This is an optimization exercise on Yosys and OpenROAD, whose aim is small area, a short achievable clock period and few clock cycles, not a production implementation.
Only simulation tests tie the RTL to the original design; equivalence was not proved.
No activity file was given, so power comes from the tool's default toggle rates.

### design/flow/run.sh
#!/bin/bash
# synth_recipe.tcl (not shown) runs the flow's synth.tcl, then flattens the netlist and writes it again
# the make line also repeats each setting of config.mk as NAME=value (left out here)
make -C /OpenROAD-flow-scripts/flow DESIGN_CONFIG=/design/flow/config.mk WORK_HOME=/design/flow/orfs CLKGATE_MAP_FILE= SYNTH_SCRIPT=/design/flow/synth_recipe.tcl finish
### design/flow/config.mk
export PLATFORM = sky130hd
export DESIGN_NAME = bankers_safe_grant
export DESIGN_NICKNAME = bankers_safe_grant
export VERILOG_FILES = /design/flow/design.v
export SDC_FILE = /design/flow/constraint.sdc
export NUM_CORES = 4
export LEC_CHECK = 0
export CAP_MARGIN = 20
export CORE_MARGIN = 2
export CORE_UTILIZATION = 40
export SLEW_MARGIN = 20
### design/flow/constraint.sdc
create_clock -name core_clock -period 11.0 [get_ports {clk_i}]
set_input_delay 2.2000 -clock core_clock [delete_from_list [all_inputs] [get_ports {clk_i}]]
set_output_delay 2.2000 -clock core_clock [all_outputs]
set_load 0.01 [all_outputs]
### design/flow/design.v
package bsg_pkg;
  localparam int PROCESSES  = 8;
  localparam int RESOURCES  = 4;
  localparam int AMOUNT_W   = 16;
  localparam int PROC_W     = 3;
  localparam int PIN_W      = 4;
  localparam int RIN_W      = 3;
  localparam int WORK_W     = AMOUNT_W + $clog2(PROCESSES + 1);
  localparam int CFG_IDX_W  = 2;
  localparam int CFG_DATA_W = 4;
  typedef enum logic [1:0] {
    ACT_LOAD_AVAIL = 2'd0,
    ACT_LOAD_MAX   = 2'd1,
    ACT_LOAD_ALLOC = 2'd2,
    ACT_REQUEST    = 2'd3
  } action_e;
  typedef enum logic [2:0] {
    ST_GRANTED  = 3'd0,
    ST_CLAIM    = 3'd1,
    ST_AVAIL    = 3'd2,
    ST_UNSAFE   = 3'd3,
    ST_LOADED   = 3'd4
  } status_e;
  typedef enum logic [CFG_IDX_W-1:0] {
    REG_PROCS = 2'd0,
    REG_RES   = 2'd1
  } reg_idx_e;
  typedef struct packed {
    action_e             action;
    logic [PROC_W-1:0]   process;
    logic [AMOUNT_W-1:0] amount0;
    logic [AMOUNT_W-1:0] amount1;
    logic [AMOUNT_W-1:0] amount2;
    logic [AMOUNT_W-1:0] amount3;
  } in_t;
  typedef struct packed {
    logic    granted;
    status_e status;
  } out_t;
  typedef struct packed {
    logic claim_fail;
    logic avail_fail;
    logic fits;
  } lane_res_t;
endpackage
module bsg_lane (
  input  logic [bsg_pkg::AMOUNT_W-1:0] max_i,
  input  logic [bsg_pkg::AMOUNT_W-1:0] alloc_i,
  input  logic [bsg_pkg::AMOUNT_W-1:0] req_i,
  input  logic [bsg_pkg::AMOUNT_W-1:0] avail_i,
  input  logic [bsg_pkg::WORK_W-1:0]   work_i,
  input  logic                         add_req_i,
  output logic [2:0]                   res_o,   
  output logic [bsg_pkg::AMOUNT_W:0]   claim_o,
  output logic [bsg_pkg::WORK_W-1:0]   work_sum_o
);
  localparam int AMOUNT_W   = bsg_pkg::AMOUNT_W;
  localparam int WORK_W     = bsg_pkg::WORK_W;
  logic [AMOUNT_W:0] claim;
  logic [AMOUNT_W:0] alloc_eff;
  logic [WORK_W:0]   total;
  assign claim     = {1'b0, alloc_i} + {1'b0, req_i};
  assign alloc_eff = add_req_i ? claim : {1'b0, alloc_i};
  assign total     = {1'b0, work_i} + {{(WORK_W - AMOUNT_W){1'b0}}, alloc_eff};
  assign res_o[2] = claim > {1'b0, max_i};
  assign res_o[1] = req_i > avail_i;
  assign res_o[0] = {{(WORK_W + 1 - AMOUNT_W){1'b0}}, max_i} <= total;
  assign claim_o          = claim;
  assign work_sum_o       = total[WORK_W-1:0];
endmodule
module bsg_merge (
  input  logic [3*bsg_pkg::RESOURCES-1:0] res_i,
  input  logic [bsg_pkg::RESOURCES-1:0] en_i,
  output logic [2:0]                     fail_o,
  output logic                          fit_o
);
  localparam int RESOURCES  = bsg_pkg::RESOURCES;
  always_comb begin
    fail_o = bsg_pkg::ST_GRANTED;
    fit_o  = 1'b1;
    for (int r = RESOURCES - 1; r >= 0; r--) begin
      if (en_i[r]) begin
        if (!res_i[3*r]) fit_o = 1'b0;
        if (res_i[3*r+2]) begin
          fail_o = bsg_pkg::ST_CLAIM;
        end else if (res_i[3*r+1]) begin
          fail_o = bsg_pkg::ST_AVAIL;
        end
      end
    end
  end
endmodule
module bankers_safe_grant (
  input  logic                            clk_i,
  input  logic                            rst_ni,
  input  logic                            start,
  output logic                            busy,
  input  logic [68:0]                     in_i,
  output logic                            done_o,
  output logic [3:0]                      res_o,
  input  logic                            cfg_valid_i,
  output logic                            cfg_ready_o,
  input  logic [bsg_pkg::CFG_IDX_W-1:0]   cfg_index_i,
  input  logic [bsg_pkg::CFG_DATA_W-1:0]  cfg_data_i
);
  localparam int PROCESSES  = bsg_pkg::PROCESSES;
  localparam int RESOURCES  = bsg_pkg::RESOURCES;
  localparam int AMOUNT_W   = bsg_pkg::AMOUNT_W;
  localparam int PROC_W     = bsg_pkg::PROC_W;
  localparam int PIN_W      = bsg_pkg::PIN_W;
  localparam int RIN_W      = bsg_pkg::RIN_W;
  localparam int WORK_W     = bsg_pkg::WORK_W;
  localparam logic [1:0] S_IDLE = 2'd0;
  localparam logic [1:0] S_CHK  = 2'd1;
  localparam logic [1:0] S_SCAN = 2'd2;
  logic [1:0] state_q, state_d;
  logic [PIN_W-1:0] pin_q;
  logic [RIN_W-1:0] rin_q;
  logic [PIN_W-1:0] np;
  logic [RIN_W-1:0] nr;
  logic [AMOUNT_W-1:0] avail_q [RESOURCES];
  logic [AMOUNT_W-1:0] max_q   [PROCESSES][RESOURCES];
  logic [AMOUNT_W-1:0] alloc_q [PROCESSES][RESOURCES];
  logic [AMOUNT_W-1:0] req_q     [RESOURCES];
  logic [AMOUNT_W-1:0] left_q    [RESOURCES];
  logic [AMOUNT_W-1:0] new_alloc_q [RESOURCES];
  logic [WORK_W-1:0]   work_q    [RESOURCES];
  logic [PROC_W-1:0]   proc_q;
  logic [PROCESSES-1:0] fin_q;
  logic [PROC_W-1:0]    idx_q;
  logic [PIN_W-1:0]     cnt_q;
  logic                 prog_q;
  logic done_q;
  logic [3:0] res_q;
  logic [1:0]          in_action;
  logic [PROC_W-1:0]   in_proc;
  logic [AMOUNT_W-1:0] in_amt [RESOURCES];
  logic [PROC_W-1:0]   rd_idx;
  logic [RESOURCES-1:0] lane_en;
  logic [3*RESOURCES-1:0] lane_res;
  logic [AMOUNT_W:0]   lane_claim [RESOURCES];
  logic [WORK_W-1:0]   lane_work  [RESOURCES];
  logic [2:0]          fail;
  logic                all_fit;
  logic              accept;
  logic              cand;
  logic [PIN_W-1:0]  cnt_n;
  logic              prog_n;
  logic              last;
  logic              grant;
  logic              unsafe;
  assign accept      = start && !busy;
  assign busy        = state_q != S_IDLE;
  assign cfg_ready_o = 1'b1;
  assign done_o      = done_q;
  assign res_o       = res_q;
  assign np = (pin_q > PIN_W'(PROCESSES)) ? PIN_W'(PROCESSES) : pin_q;
  assign nr = (rin_q > RIN_W'(RESOURCES)) ? RIN_W'(RESOURCES) : rin_q;
  assign in_action = in_i[68:67];
  assign in_proc   = in_i[66:64];
  assign in_amt[0] = in_i[63:48];
  assign in_amt[1] = in_i[47:32];
  assign in_amt[2] = in_i[31:16];
  assign in_amt[3] = in_i[15:0];
  assign rd_idx = (state_q == S_SCAN) ? idx_q : proc_q;
  for (genvar r = 0; r < RESOURCES; r++) begin : g_lane
    assign lane_en[r] = RIN_W'(r) < nr;
    bsg_lane u_lane (
      .max_i      (max_q[rd_idx][r]),
      .alloc_i    (alloc_q[rd_idx][r]),
      .req_i      (req_q[r]),
      .avail_i    (avail_q[r]),
      .work_i     (work_q[r]),
      .add_req_i  ((state_q == S_CHK) || (idx_q == proc_q)),
      .res_o      (lane_res[3*r +: 3]),
      .claim_o    (lane_claim[r]),
      .work_sum_o (lane_work[r])
    );
  end
  bsg_merge u_merge (
    .res_i  (lane_res),
    .en_i   (lane_en),
    .fail_o (fail),
    .fit_o  (all_fit)
  );
  assign cand   = !fin_q[idx_q] && all_fit;
  assign cnt_n  = cnt_q + PIN_W'(cand);
  assign prog_n = prog_q || cand;
  assign last   = {1'b0, idx_q} == (np - PIN_W'(1));
  assign grant  = (state_q == S_SCAN) && last && (cnt_n == np);
  assign unsafe = (state_q == S_SCAN) && last && (cnt_n != np) && !prog_n;
  always_comb begin
    state_d = state_q;
    unique case (state_q)
      S_IDLE: begin
        if (accept && in_action == bsg_pkg::ACT_REQUEST) state_d = S_CHK;
      end
      S_CHK: begin
        if ({1'b0, proc_q} >= np || fail != bsg_pkg::ST_GRANTED) state_d = S_IDLE;
        else state_d = S_SCAN;
      end
      S_SCAN: begin
        if (grant || unsafe) state_d = S_IDLE;
      end
      default: state_d = S_IDLE;
    endcase
  end
  always_ff @(posedge clk_i or negedge rst_ni) begin
    if (!rst_ni) begin
      state_q <= S_IDLE;
      pin_q   <= PIN_W'(PROCESSES);
      rin_q   <= RIN_W'(RESOURCES);
      done_q  <= 1'b0;
      res_q   <= {1'b0, bsg_pkg::ST_GRANTED};
      fin_q   <= '0;
      idx_q   <= '0;
      cnt_q   <= '0;
      prog_q  <= 1'b0;
      for (int r = 0; r < RESOURCES; r++) begin
        avail_q[r] <= '0;
      end
      for (int p = 0; p < PROCESSES; p++) begin
        for (int r = 0; r < RESOURCES; r++) begin
          max_q[p][r]   <= '0;
          alloc_q[p][r] <= '0;
        end
      end
    end else begin
      state_q <= state_d;
      done_q  <= 1'b0;
      if (cfg_valid_i) begin
        if (cfg_index_i == bsg_pkg::REG_PROCS) pin_q <= cfg_data_i[PIN_W-1:0];
        else if (cfg_index_i == bsg_pkg::REG_RES) rin_q <= cfg_data_i[RIN_W-1:0];
      end
      if (accept && in_action != bsg_pkg::ACT_REQUEST) begin
        done_q <= 1'b1;
        res_q  <= {1'b0, bsg_pkg::ST_LOADED};
        for (int r = 0; r < RESOURCES; r++) begin
          unique case (in_action)
            bsg_pkg::ACT_LOAD_AVAIL: avail_q[r] <= in_amt[r];
            bsg_pkg::ACT_LOAD_MAX:   max_q[in_proc][r] <= in_amt[r];
            bsg_pkg::ACT_LOAD_ALLOC: alloc_q[in_proc][r] <= in_amt[r];
            default: ;
          endcase
        end
      end
      if (state_q == S_CHK) begin
        fin_q  <= '0;
        idx_q  <= '0;
        cnt_q  <= '0;
        prog_q <= 1'b0;
        if ({1'b0, proc_q} >= np) begin
          done_q <= 1'b1;
          res_q  <= {1'b0, bsg_pkg::ST_CLAIM};
        end else if (fail != bsg_pkg::ST_GRANTED) begin
          done_q <= 1'b1;
          res_q  <= {1'b0, fail};
        end
      end
      if (state_q == S_SCAN) begin
        if (cand) fin_q[idx_q] <= 1'b1;
        if (last) begin
          idx_q  <= '0;
          cnt_q  <= cnt_n;
          prog_q <= 1'b0;
        end else begin
          idx_q  <= idx_q + PROC_W'(1);
          cnt_q  <= cnt_n;
          prog_q <= prog_n;
        end
        if (grant) begin
          done_q <= 1'b1;
          res_q  <= {1'b1, bsg_pkg::ST_GRANTED};
          for (int r = 0; r < RESOURCES; r++) begin
            if (lane_en[r]) begin
              avail_q[r]          <= left_q[r];
              alloc_q[proc_q][r]  <= new_alloc_q[r];
            end
          end
        end else if (unsafe) begin
          done_q <= 1'b1;
          res_q  <= {1'b0, bsg_pkg::ST_UNSAFE};
        end
      end
    end
  end
  always_ff @(posedge clk_i) begin
    if (accept && in_action == bsg_pkg::ACT_REQUEST) begin
      proc_q <= in_proc;
      for (int r = 0; r < RESOURCES; r++) begin
        req_q[r] <= in_amt[r];
      end
    end
    if (state_q == S_CHK) begin
      for (int r = 0; r < RESOURCES; r++) begin
        left_q[r]      <= avail_q[r] - req_q[r];
        new_alloc_q[r] <= lane_claim[r][AMOUNT_W-1:0];
        work_q[r]      <= lane_en[r] ? WORK_W'(avail_q[r] - req_q[r]) : '0;
      end
    end
    if (state_q == S_SCAN && cand) begin
      for (int r = 0; r < RESOURCES; r++) begin
        if (lane_en[r]) work_q[r] <= lane_work[r];
      end
    end
  end
endmodule
==> reports/qor.tcl <==
set qor(p_per_area_mw_per_mm2) 311.3
set qor(relative_slew_slack) 0.1894
set qor(grt_first_pass_wirelength_mm) 382.5
set qor(worst_ir_drop_vdd_mv) 0.1960
set qor(yosys_warnings) 20
set qor(cp_num_buf_inv) 8
set qor(dominantRegCellSynth) {sky130_fd_sc_hd__dfrtp_1}
set qor(yosys_register_bits) 1393
set qor(postSynth.asyncResetShare) 0.8026
set qor(static-leakage-power_nw) 37.49
set qor(met1_usage) 0.3520
set qor(drive_above_1_share) 0.1475
set qor(cp.required_ns) 11.67
set qor(ys_top_cells_by_area) {sky130_fd_sc_hd__dfrtp_1, sky130_fd_sc_hd__mux2_2, sky130_fd_sc_hd__edfxtp_1}
set qor(p_total_mw) 26.53
set qor(detail_route.wirelength_mm) 255.9
set qor(run_status) {complete, no violations}
set qor(syn_area_per_cell_um2) 10.21
set qor(clock_tree_from_tritoncts) {yes}
set qor(ctsLongestPathBuffers) 3
set qor(worst_hold_path_cells) 1
set qor(crit_slowest_cell) {sky130_fd_sc_hd__fa_1}
set qor(largest_net_degree_at_the_start_of_global_routing) 166
set qor(grt_pass1_vias) 58681
set qor(synth_nets) 7902
set qor(use_met2) 0.4208
set qor(area_of_the_mapped_netlist_mm2) 0.07628
set qor(critPathMostFrequentCell) {sky130_fd_sc_hd__buf_4}
set qor(critPathArrivalTime_ns) 11.22
set qor(finClkSkew_ns) 0.03575
set qor(fmax_ghz) 0.09482
set qor(netlist_instances) 7472
set qor(synthDistinctLibCells) 90
set qor(most-common-layout-cells) {sky130_fd_sc_hd__dfrtp_1, sky130_fd_sc_hd__nor2_1, sky130_fd_sc_hd__a21oi_1}
set qor(place_hpwl_mm) 164.6
set qor(most_common_cell_after_layout_fill_and_taps_aside) {sky130_fd_sc_hd__dfrtp_1}
set qor(num_vias) 59365
set qor(io_buffers) 84
set qor(num_rows) 160
set qor(ctsHoldBuffers) 0
set qor(tritoncts_num_sinks) 1393
set qor(critical_path.max_stage_delay_ns) 0.43
set qor(htreeDepth) 4
set qor(start_util) 0.4019
set qor(globalRouteTotalUtil) 0.2602
set qor(numCtsBuffers) 152
set qor(cell_family_contributing_the_most_delay_on_the_critical_path) {compound AO/OA/AOI/OAI gates}
set qor(timing_hold_violations_final) 0
set qor(finalNetCount) 7732
set qor(crit_path_end_kind) {flop}
set qor(postRouteAntennaNets) 0
set qor(worstHoldPathType) {flop to flop}
set qor(grt_antenna_before_repair) 10
set qor(slew_limit_fails) 0
set qor(layout.filler_cells) 17723
set qor(worst_path_class_setup) {flop to flop}
set qor(drtPass1Iterations) 5
set qor(area_delta_synth_final_pct) 11.73
set qor(critPathMaxFanout) 32
set qor(synth_top_area_share) 0.3661
set qor(ioPinCount) 86
set qor(drt-wirelength-per-cell_um) 25.74
set qor(post_synth_edffs) 195
set qor(regToRegSetupSlack_ns) 0.45
set qor(dpl_cell_area_mm2) 0.08001
set qor(clockRootBuffer) {sky130_fd_sc_hd__clkbuf_16}
set qor(timing.final.setup_violations) 0
set qor(die_area_mm2) 0.1942
set qor(max-cap-violations) 0
set qor(layout.cell_area.non_filler_mm2) 0.08523
set qor(whs_ns) 0.4744
set qor(clkLatencyLatePin_ns) 0.84
set qor(timing.critical_path.from_type) {flop}
set qor(global_route_total_overflow) 0
set qor(r2r.worst_path.cells) 48
set qor(hold_path_end) {work_q[0][3]$_DFF_P_}
set qor(synth_seq_area_share) 0.4646
set qor(floorplan.die.height_um) 440.7
set qor(globalplace.congestion) 0.9383
set qor(drc) 0
set qor(fp.coreArea_mm2) 0.1898
set qor(holdCritStartpoint) {work_q[0][3]$_DFF_P_}
set qor(worst_pin_slew_ns) 1.207
set qor(drt-initial-drc-count) 5527
set qor(drt-vias-per-instance) 5.971
set qor(rr_endpoint) {alloc_q[17][9]$_DFF_PN0_}
set qor(final.period_utilization) 0.9588
set qor(layout_min_cycle_time_ns) 10.55
set qor(gr-usage-met3) 0.03946
set qor(synth_top_area_cell) {sky130_fd_sc_hd__dfrtp_1}
set qor(width_of_the_chip_um) 440.7
set qor(grt_busiest_layer) {met2}
set qor(critical_path.reg2reg.startpoint) {state_q[0]$_DFFE_PN0P_}
set qor(clk_transition_reported_paths_ns) 0.06
==> registers in the layout (all words and copies together), names as in the netlist <==
register,flops
alloc_q,512
avail_q,64
cnt_q,4
done_q,1
fin_q,8
idx_q,3
left_q,64
max_q,512
new_alloc_q,64
pin_q,4
proc_q,3
prog_q,1
req_q,64
res_q,4
rin_q,3
state_q,2
work_q,80
==> how the worst max path moves through the flow <==
stage	end	startpoint	slack (ns)	cells after the start
after floorplan	alloc_q[26][11]$_DFF_PN0_	state_q[1]$_DFFE_PN0P_	0.21	37
after global placement	alloc_q[22][12]$_DFF_PN0_	state_q[0]$_DFFE_PN0P_	-0.07	45
after detailed placement	alloc_q[22][3]$_DFF_PN0_	state_q[0]$_DFFE_PN0P_	-0.23	45
after CTS	alloc_q[26][14]$_DFF_PN0_	state_q[0]$_DFFE_PN0P_	0.03	45
after global routing	alloc_q[26][1]$_DFF_PN0_	state_q[0]$_DFFE_PN0P_	-0.03	45
final	alloc_q[17][9]$_DFF_PN0_	state_q[0]$_DFFE_PN0P_	0.45	48
==> cell families after synthesis <==
| kind of cell | after synthesis | synth area share |
|---|---|---|
| muxes | 1115 | 0.1571 |
| other | 1 | 0.00004916 |
| AOI/OAI and AO/OA | 1784 | 0.1528 |
| xor gates and xnor gates | 168 | 0.01929 |
| DFF | 1393 | 0.4646 |
| buffers and inverters | 836 | 0.04242 |
| adders and majority gates | 351 | 0.05876 |
| and+or+nand+nor | 1824 | 0.1050 |
==> where the power goes <==
part / switching [mW] / total [mW] / leakage (nW) / internal, mW
clock network: 2.25 / 5.19 / 2.46 / 2.94
logic: 7.66 / 12.9 / 19.5 / 5.28
registers: 1.19 / 8.41 / 15.5 / 7.21
total: 11.1 / 26.5 / 37.5 / 15.4
==> cells in the mapped netlist, drive strengths merged (16+ instances only) <==
cell type  instances
dfrtp           1116
nor2             663
a21oi            640
nand2            620
mux2             565
mux2i            541
clkbuf           488
ha               339
o21ai            245
inv              239
edfxtp           195
a22oi            175
a22o             163
nand3            149
xnor2            114
buf              109
a31oi             91
nor3              86
a21o              84
dfxtp             80
nand4             55
and3              54
xor2              54
a221oi            48
nor2b             40
o21a              39
a211o             38
or3               33
o211ai            28
a211oi            27
nand2b            26
or4               25
o21bai            24
o221ai            23
nor3b             19
a221o             18
o311ai            16
or2               16
==> per-stage QoR <==
step | setup slack (ns) | setup TNS, ns | cells | utilization
after floorplan | 0.2074 | 0 | 7472 | -
after global placement | -0.06983 | -1.469 | 9653 | 0.4216
after detailed placement | -0.2294 | -16.17 | 9653 | 0.4216
after CTS | 0.02538 | 0 | 9932 | 0.4481
after global routing | -0.02555 | -0.2051 | 9940 | 0.4490
final | 0.4535 | 0 | 9943 | 0.4491
==> per-layer routing <==
layer | share of wire | vias up | wire length [um]
met3 | 0.065 | 450 | 16570
met1 | 0.44 | 30073 | 111500
met5 | 0 | - | 0
met2 | 0.46 | 2232 | 118000
li1 | - | 26610 | -
met4 | 0.038 | 0 | 9838
==> final cells by class <==
cell class / instances / area [um^2] / area share
diodes: 6 / 15.01 / 0.0001762
multi-input cells: 5243 / 38040 / 0.4463
clock inverters: 59 / 601.8 / 0.007062
well taps: 2511 / 3142 / 0.03686
inverters: 239 / 897.1 / 0.01053
clock buffers: 219 / 4389 / 0.05150
repair buffers: 273 / 2709 / 0.03178
flip-flops and latches: 1393 / 35440 / 0.4158
==> timing repair <==
| action | 4_1_cts | 5_1_grt |
|---|---|---|
| pin swaps | 1 | 5 |
| setup buffers | 1 | 5 |
| endpoints found under the setup margin | 287 | 583 |
| hold endpoints to repair | 0 | 0 |
| gates resized for setup | 8 | 36 |
Testbench counts, summed over its fixed seeds: cycles 39,838.

[what the ideal ports hide]
How much do the figures lean on ideal ports? The routed layout below was timed once more, with nothing changed but the port constraints. Step 1 sets driving cells, clkbuf_16 on the clock port and buf_2 on the other inputs (assumed; they add their load-dependent delay and slew). Step 2 adds t to the input delays and takes it off the output delays; t is the mean of the earliest and latest rising clock arrival at the registers after step 1. Input paths then give back, and output paths get back, about the clock's delay inside the block. Slacks: no drivers / after step 1 / after step 2; pairs: no drivers / after step 1.
t, ns: 0.907
setup WS [ns]: 0.454 / 0.454 / 0.454
hold slack, ns: 0.474 / 0.474 / 0.474
latest minus earliest clock arrival (ns): 0.036 / 0.036
cell pins on the clock port's net: 1
After both steps this run still meets setup and hold. The setup slack of this run moves by 0.000 ns with the drivers and by 0.000 ns with both steps.
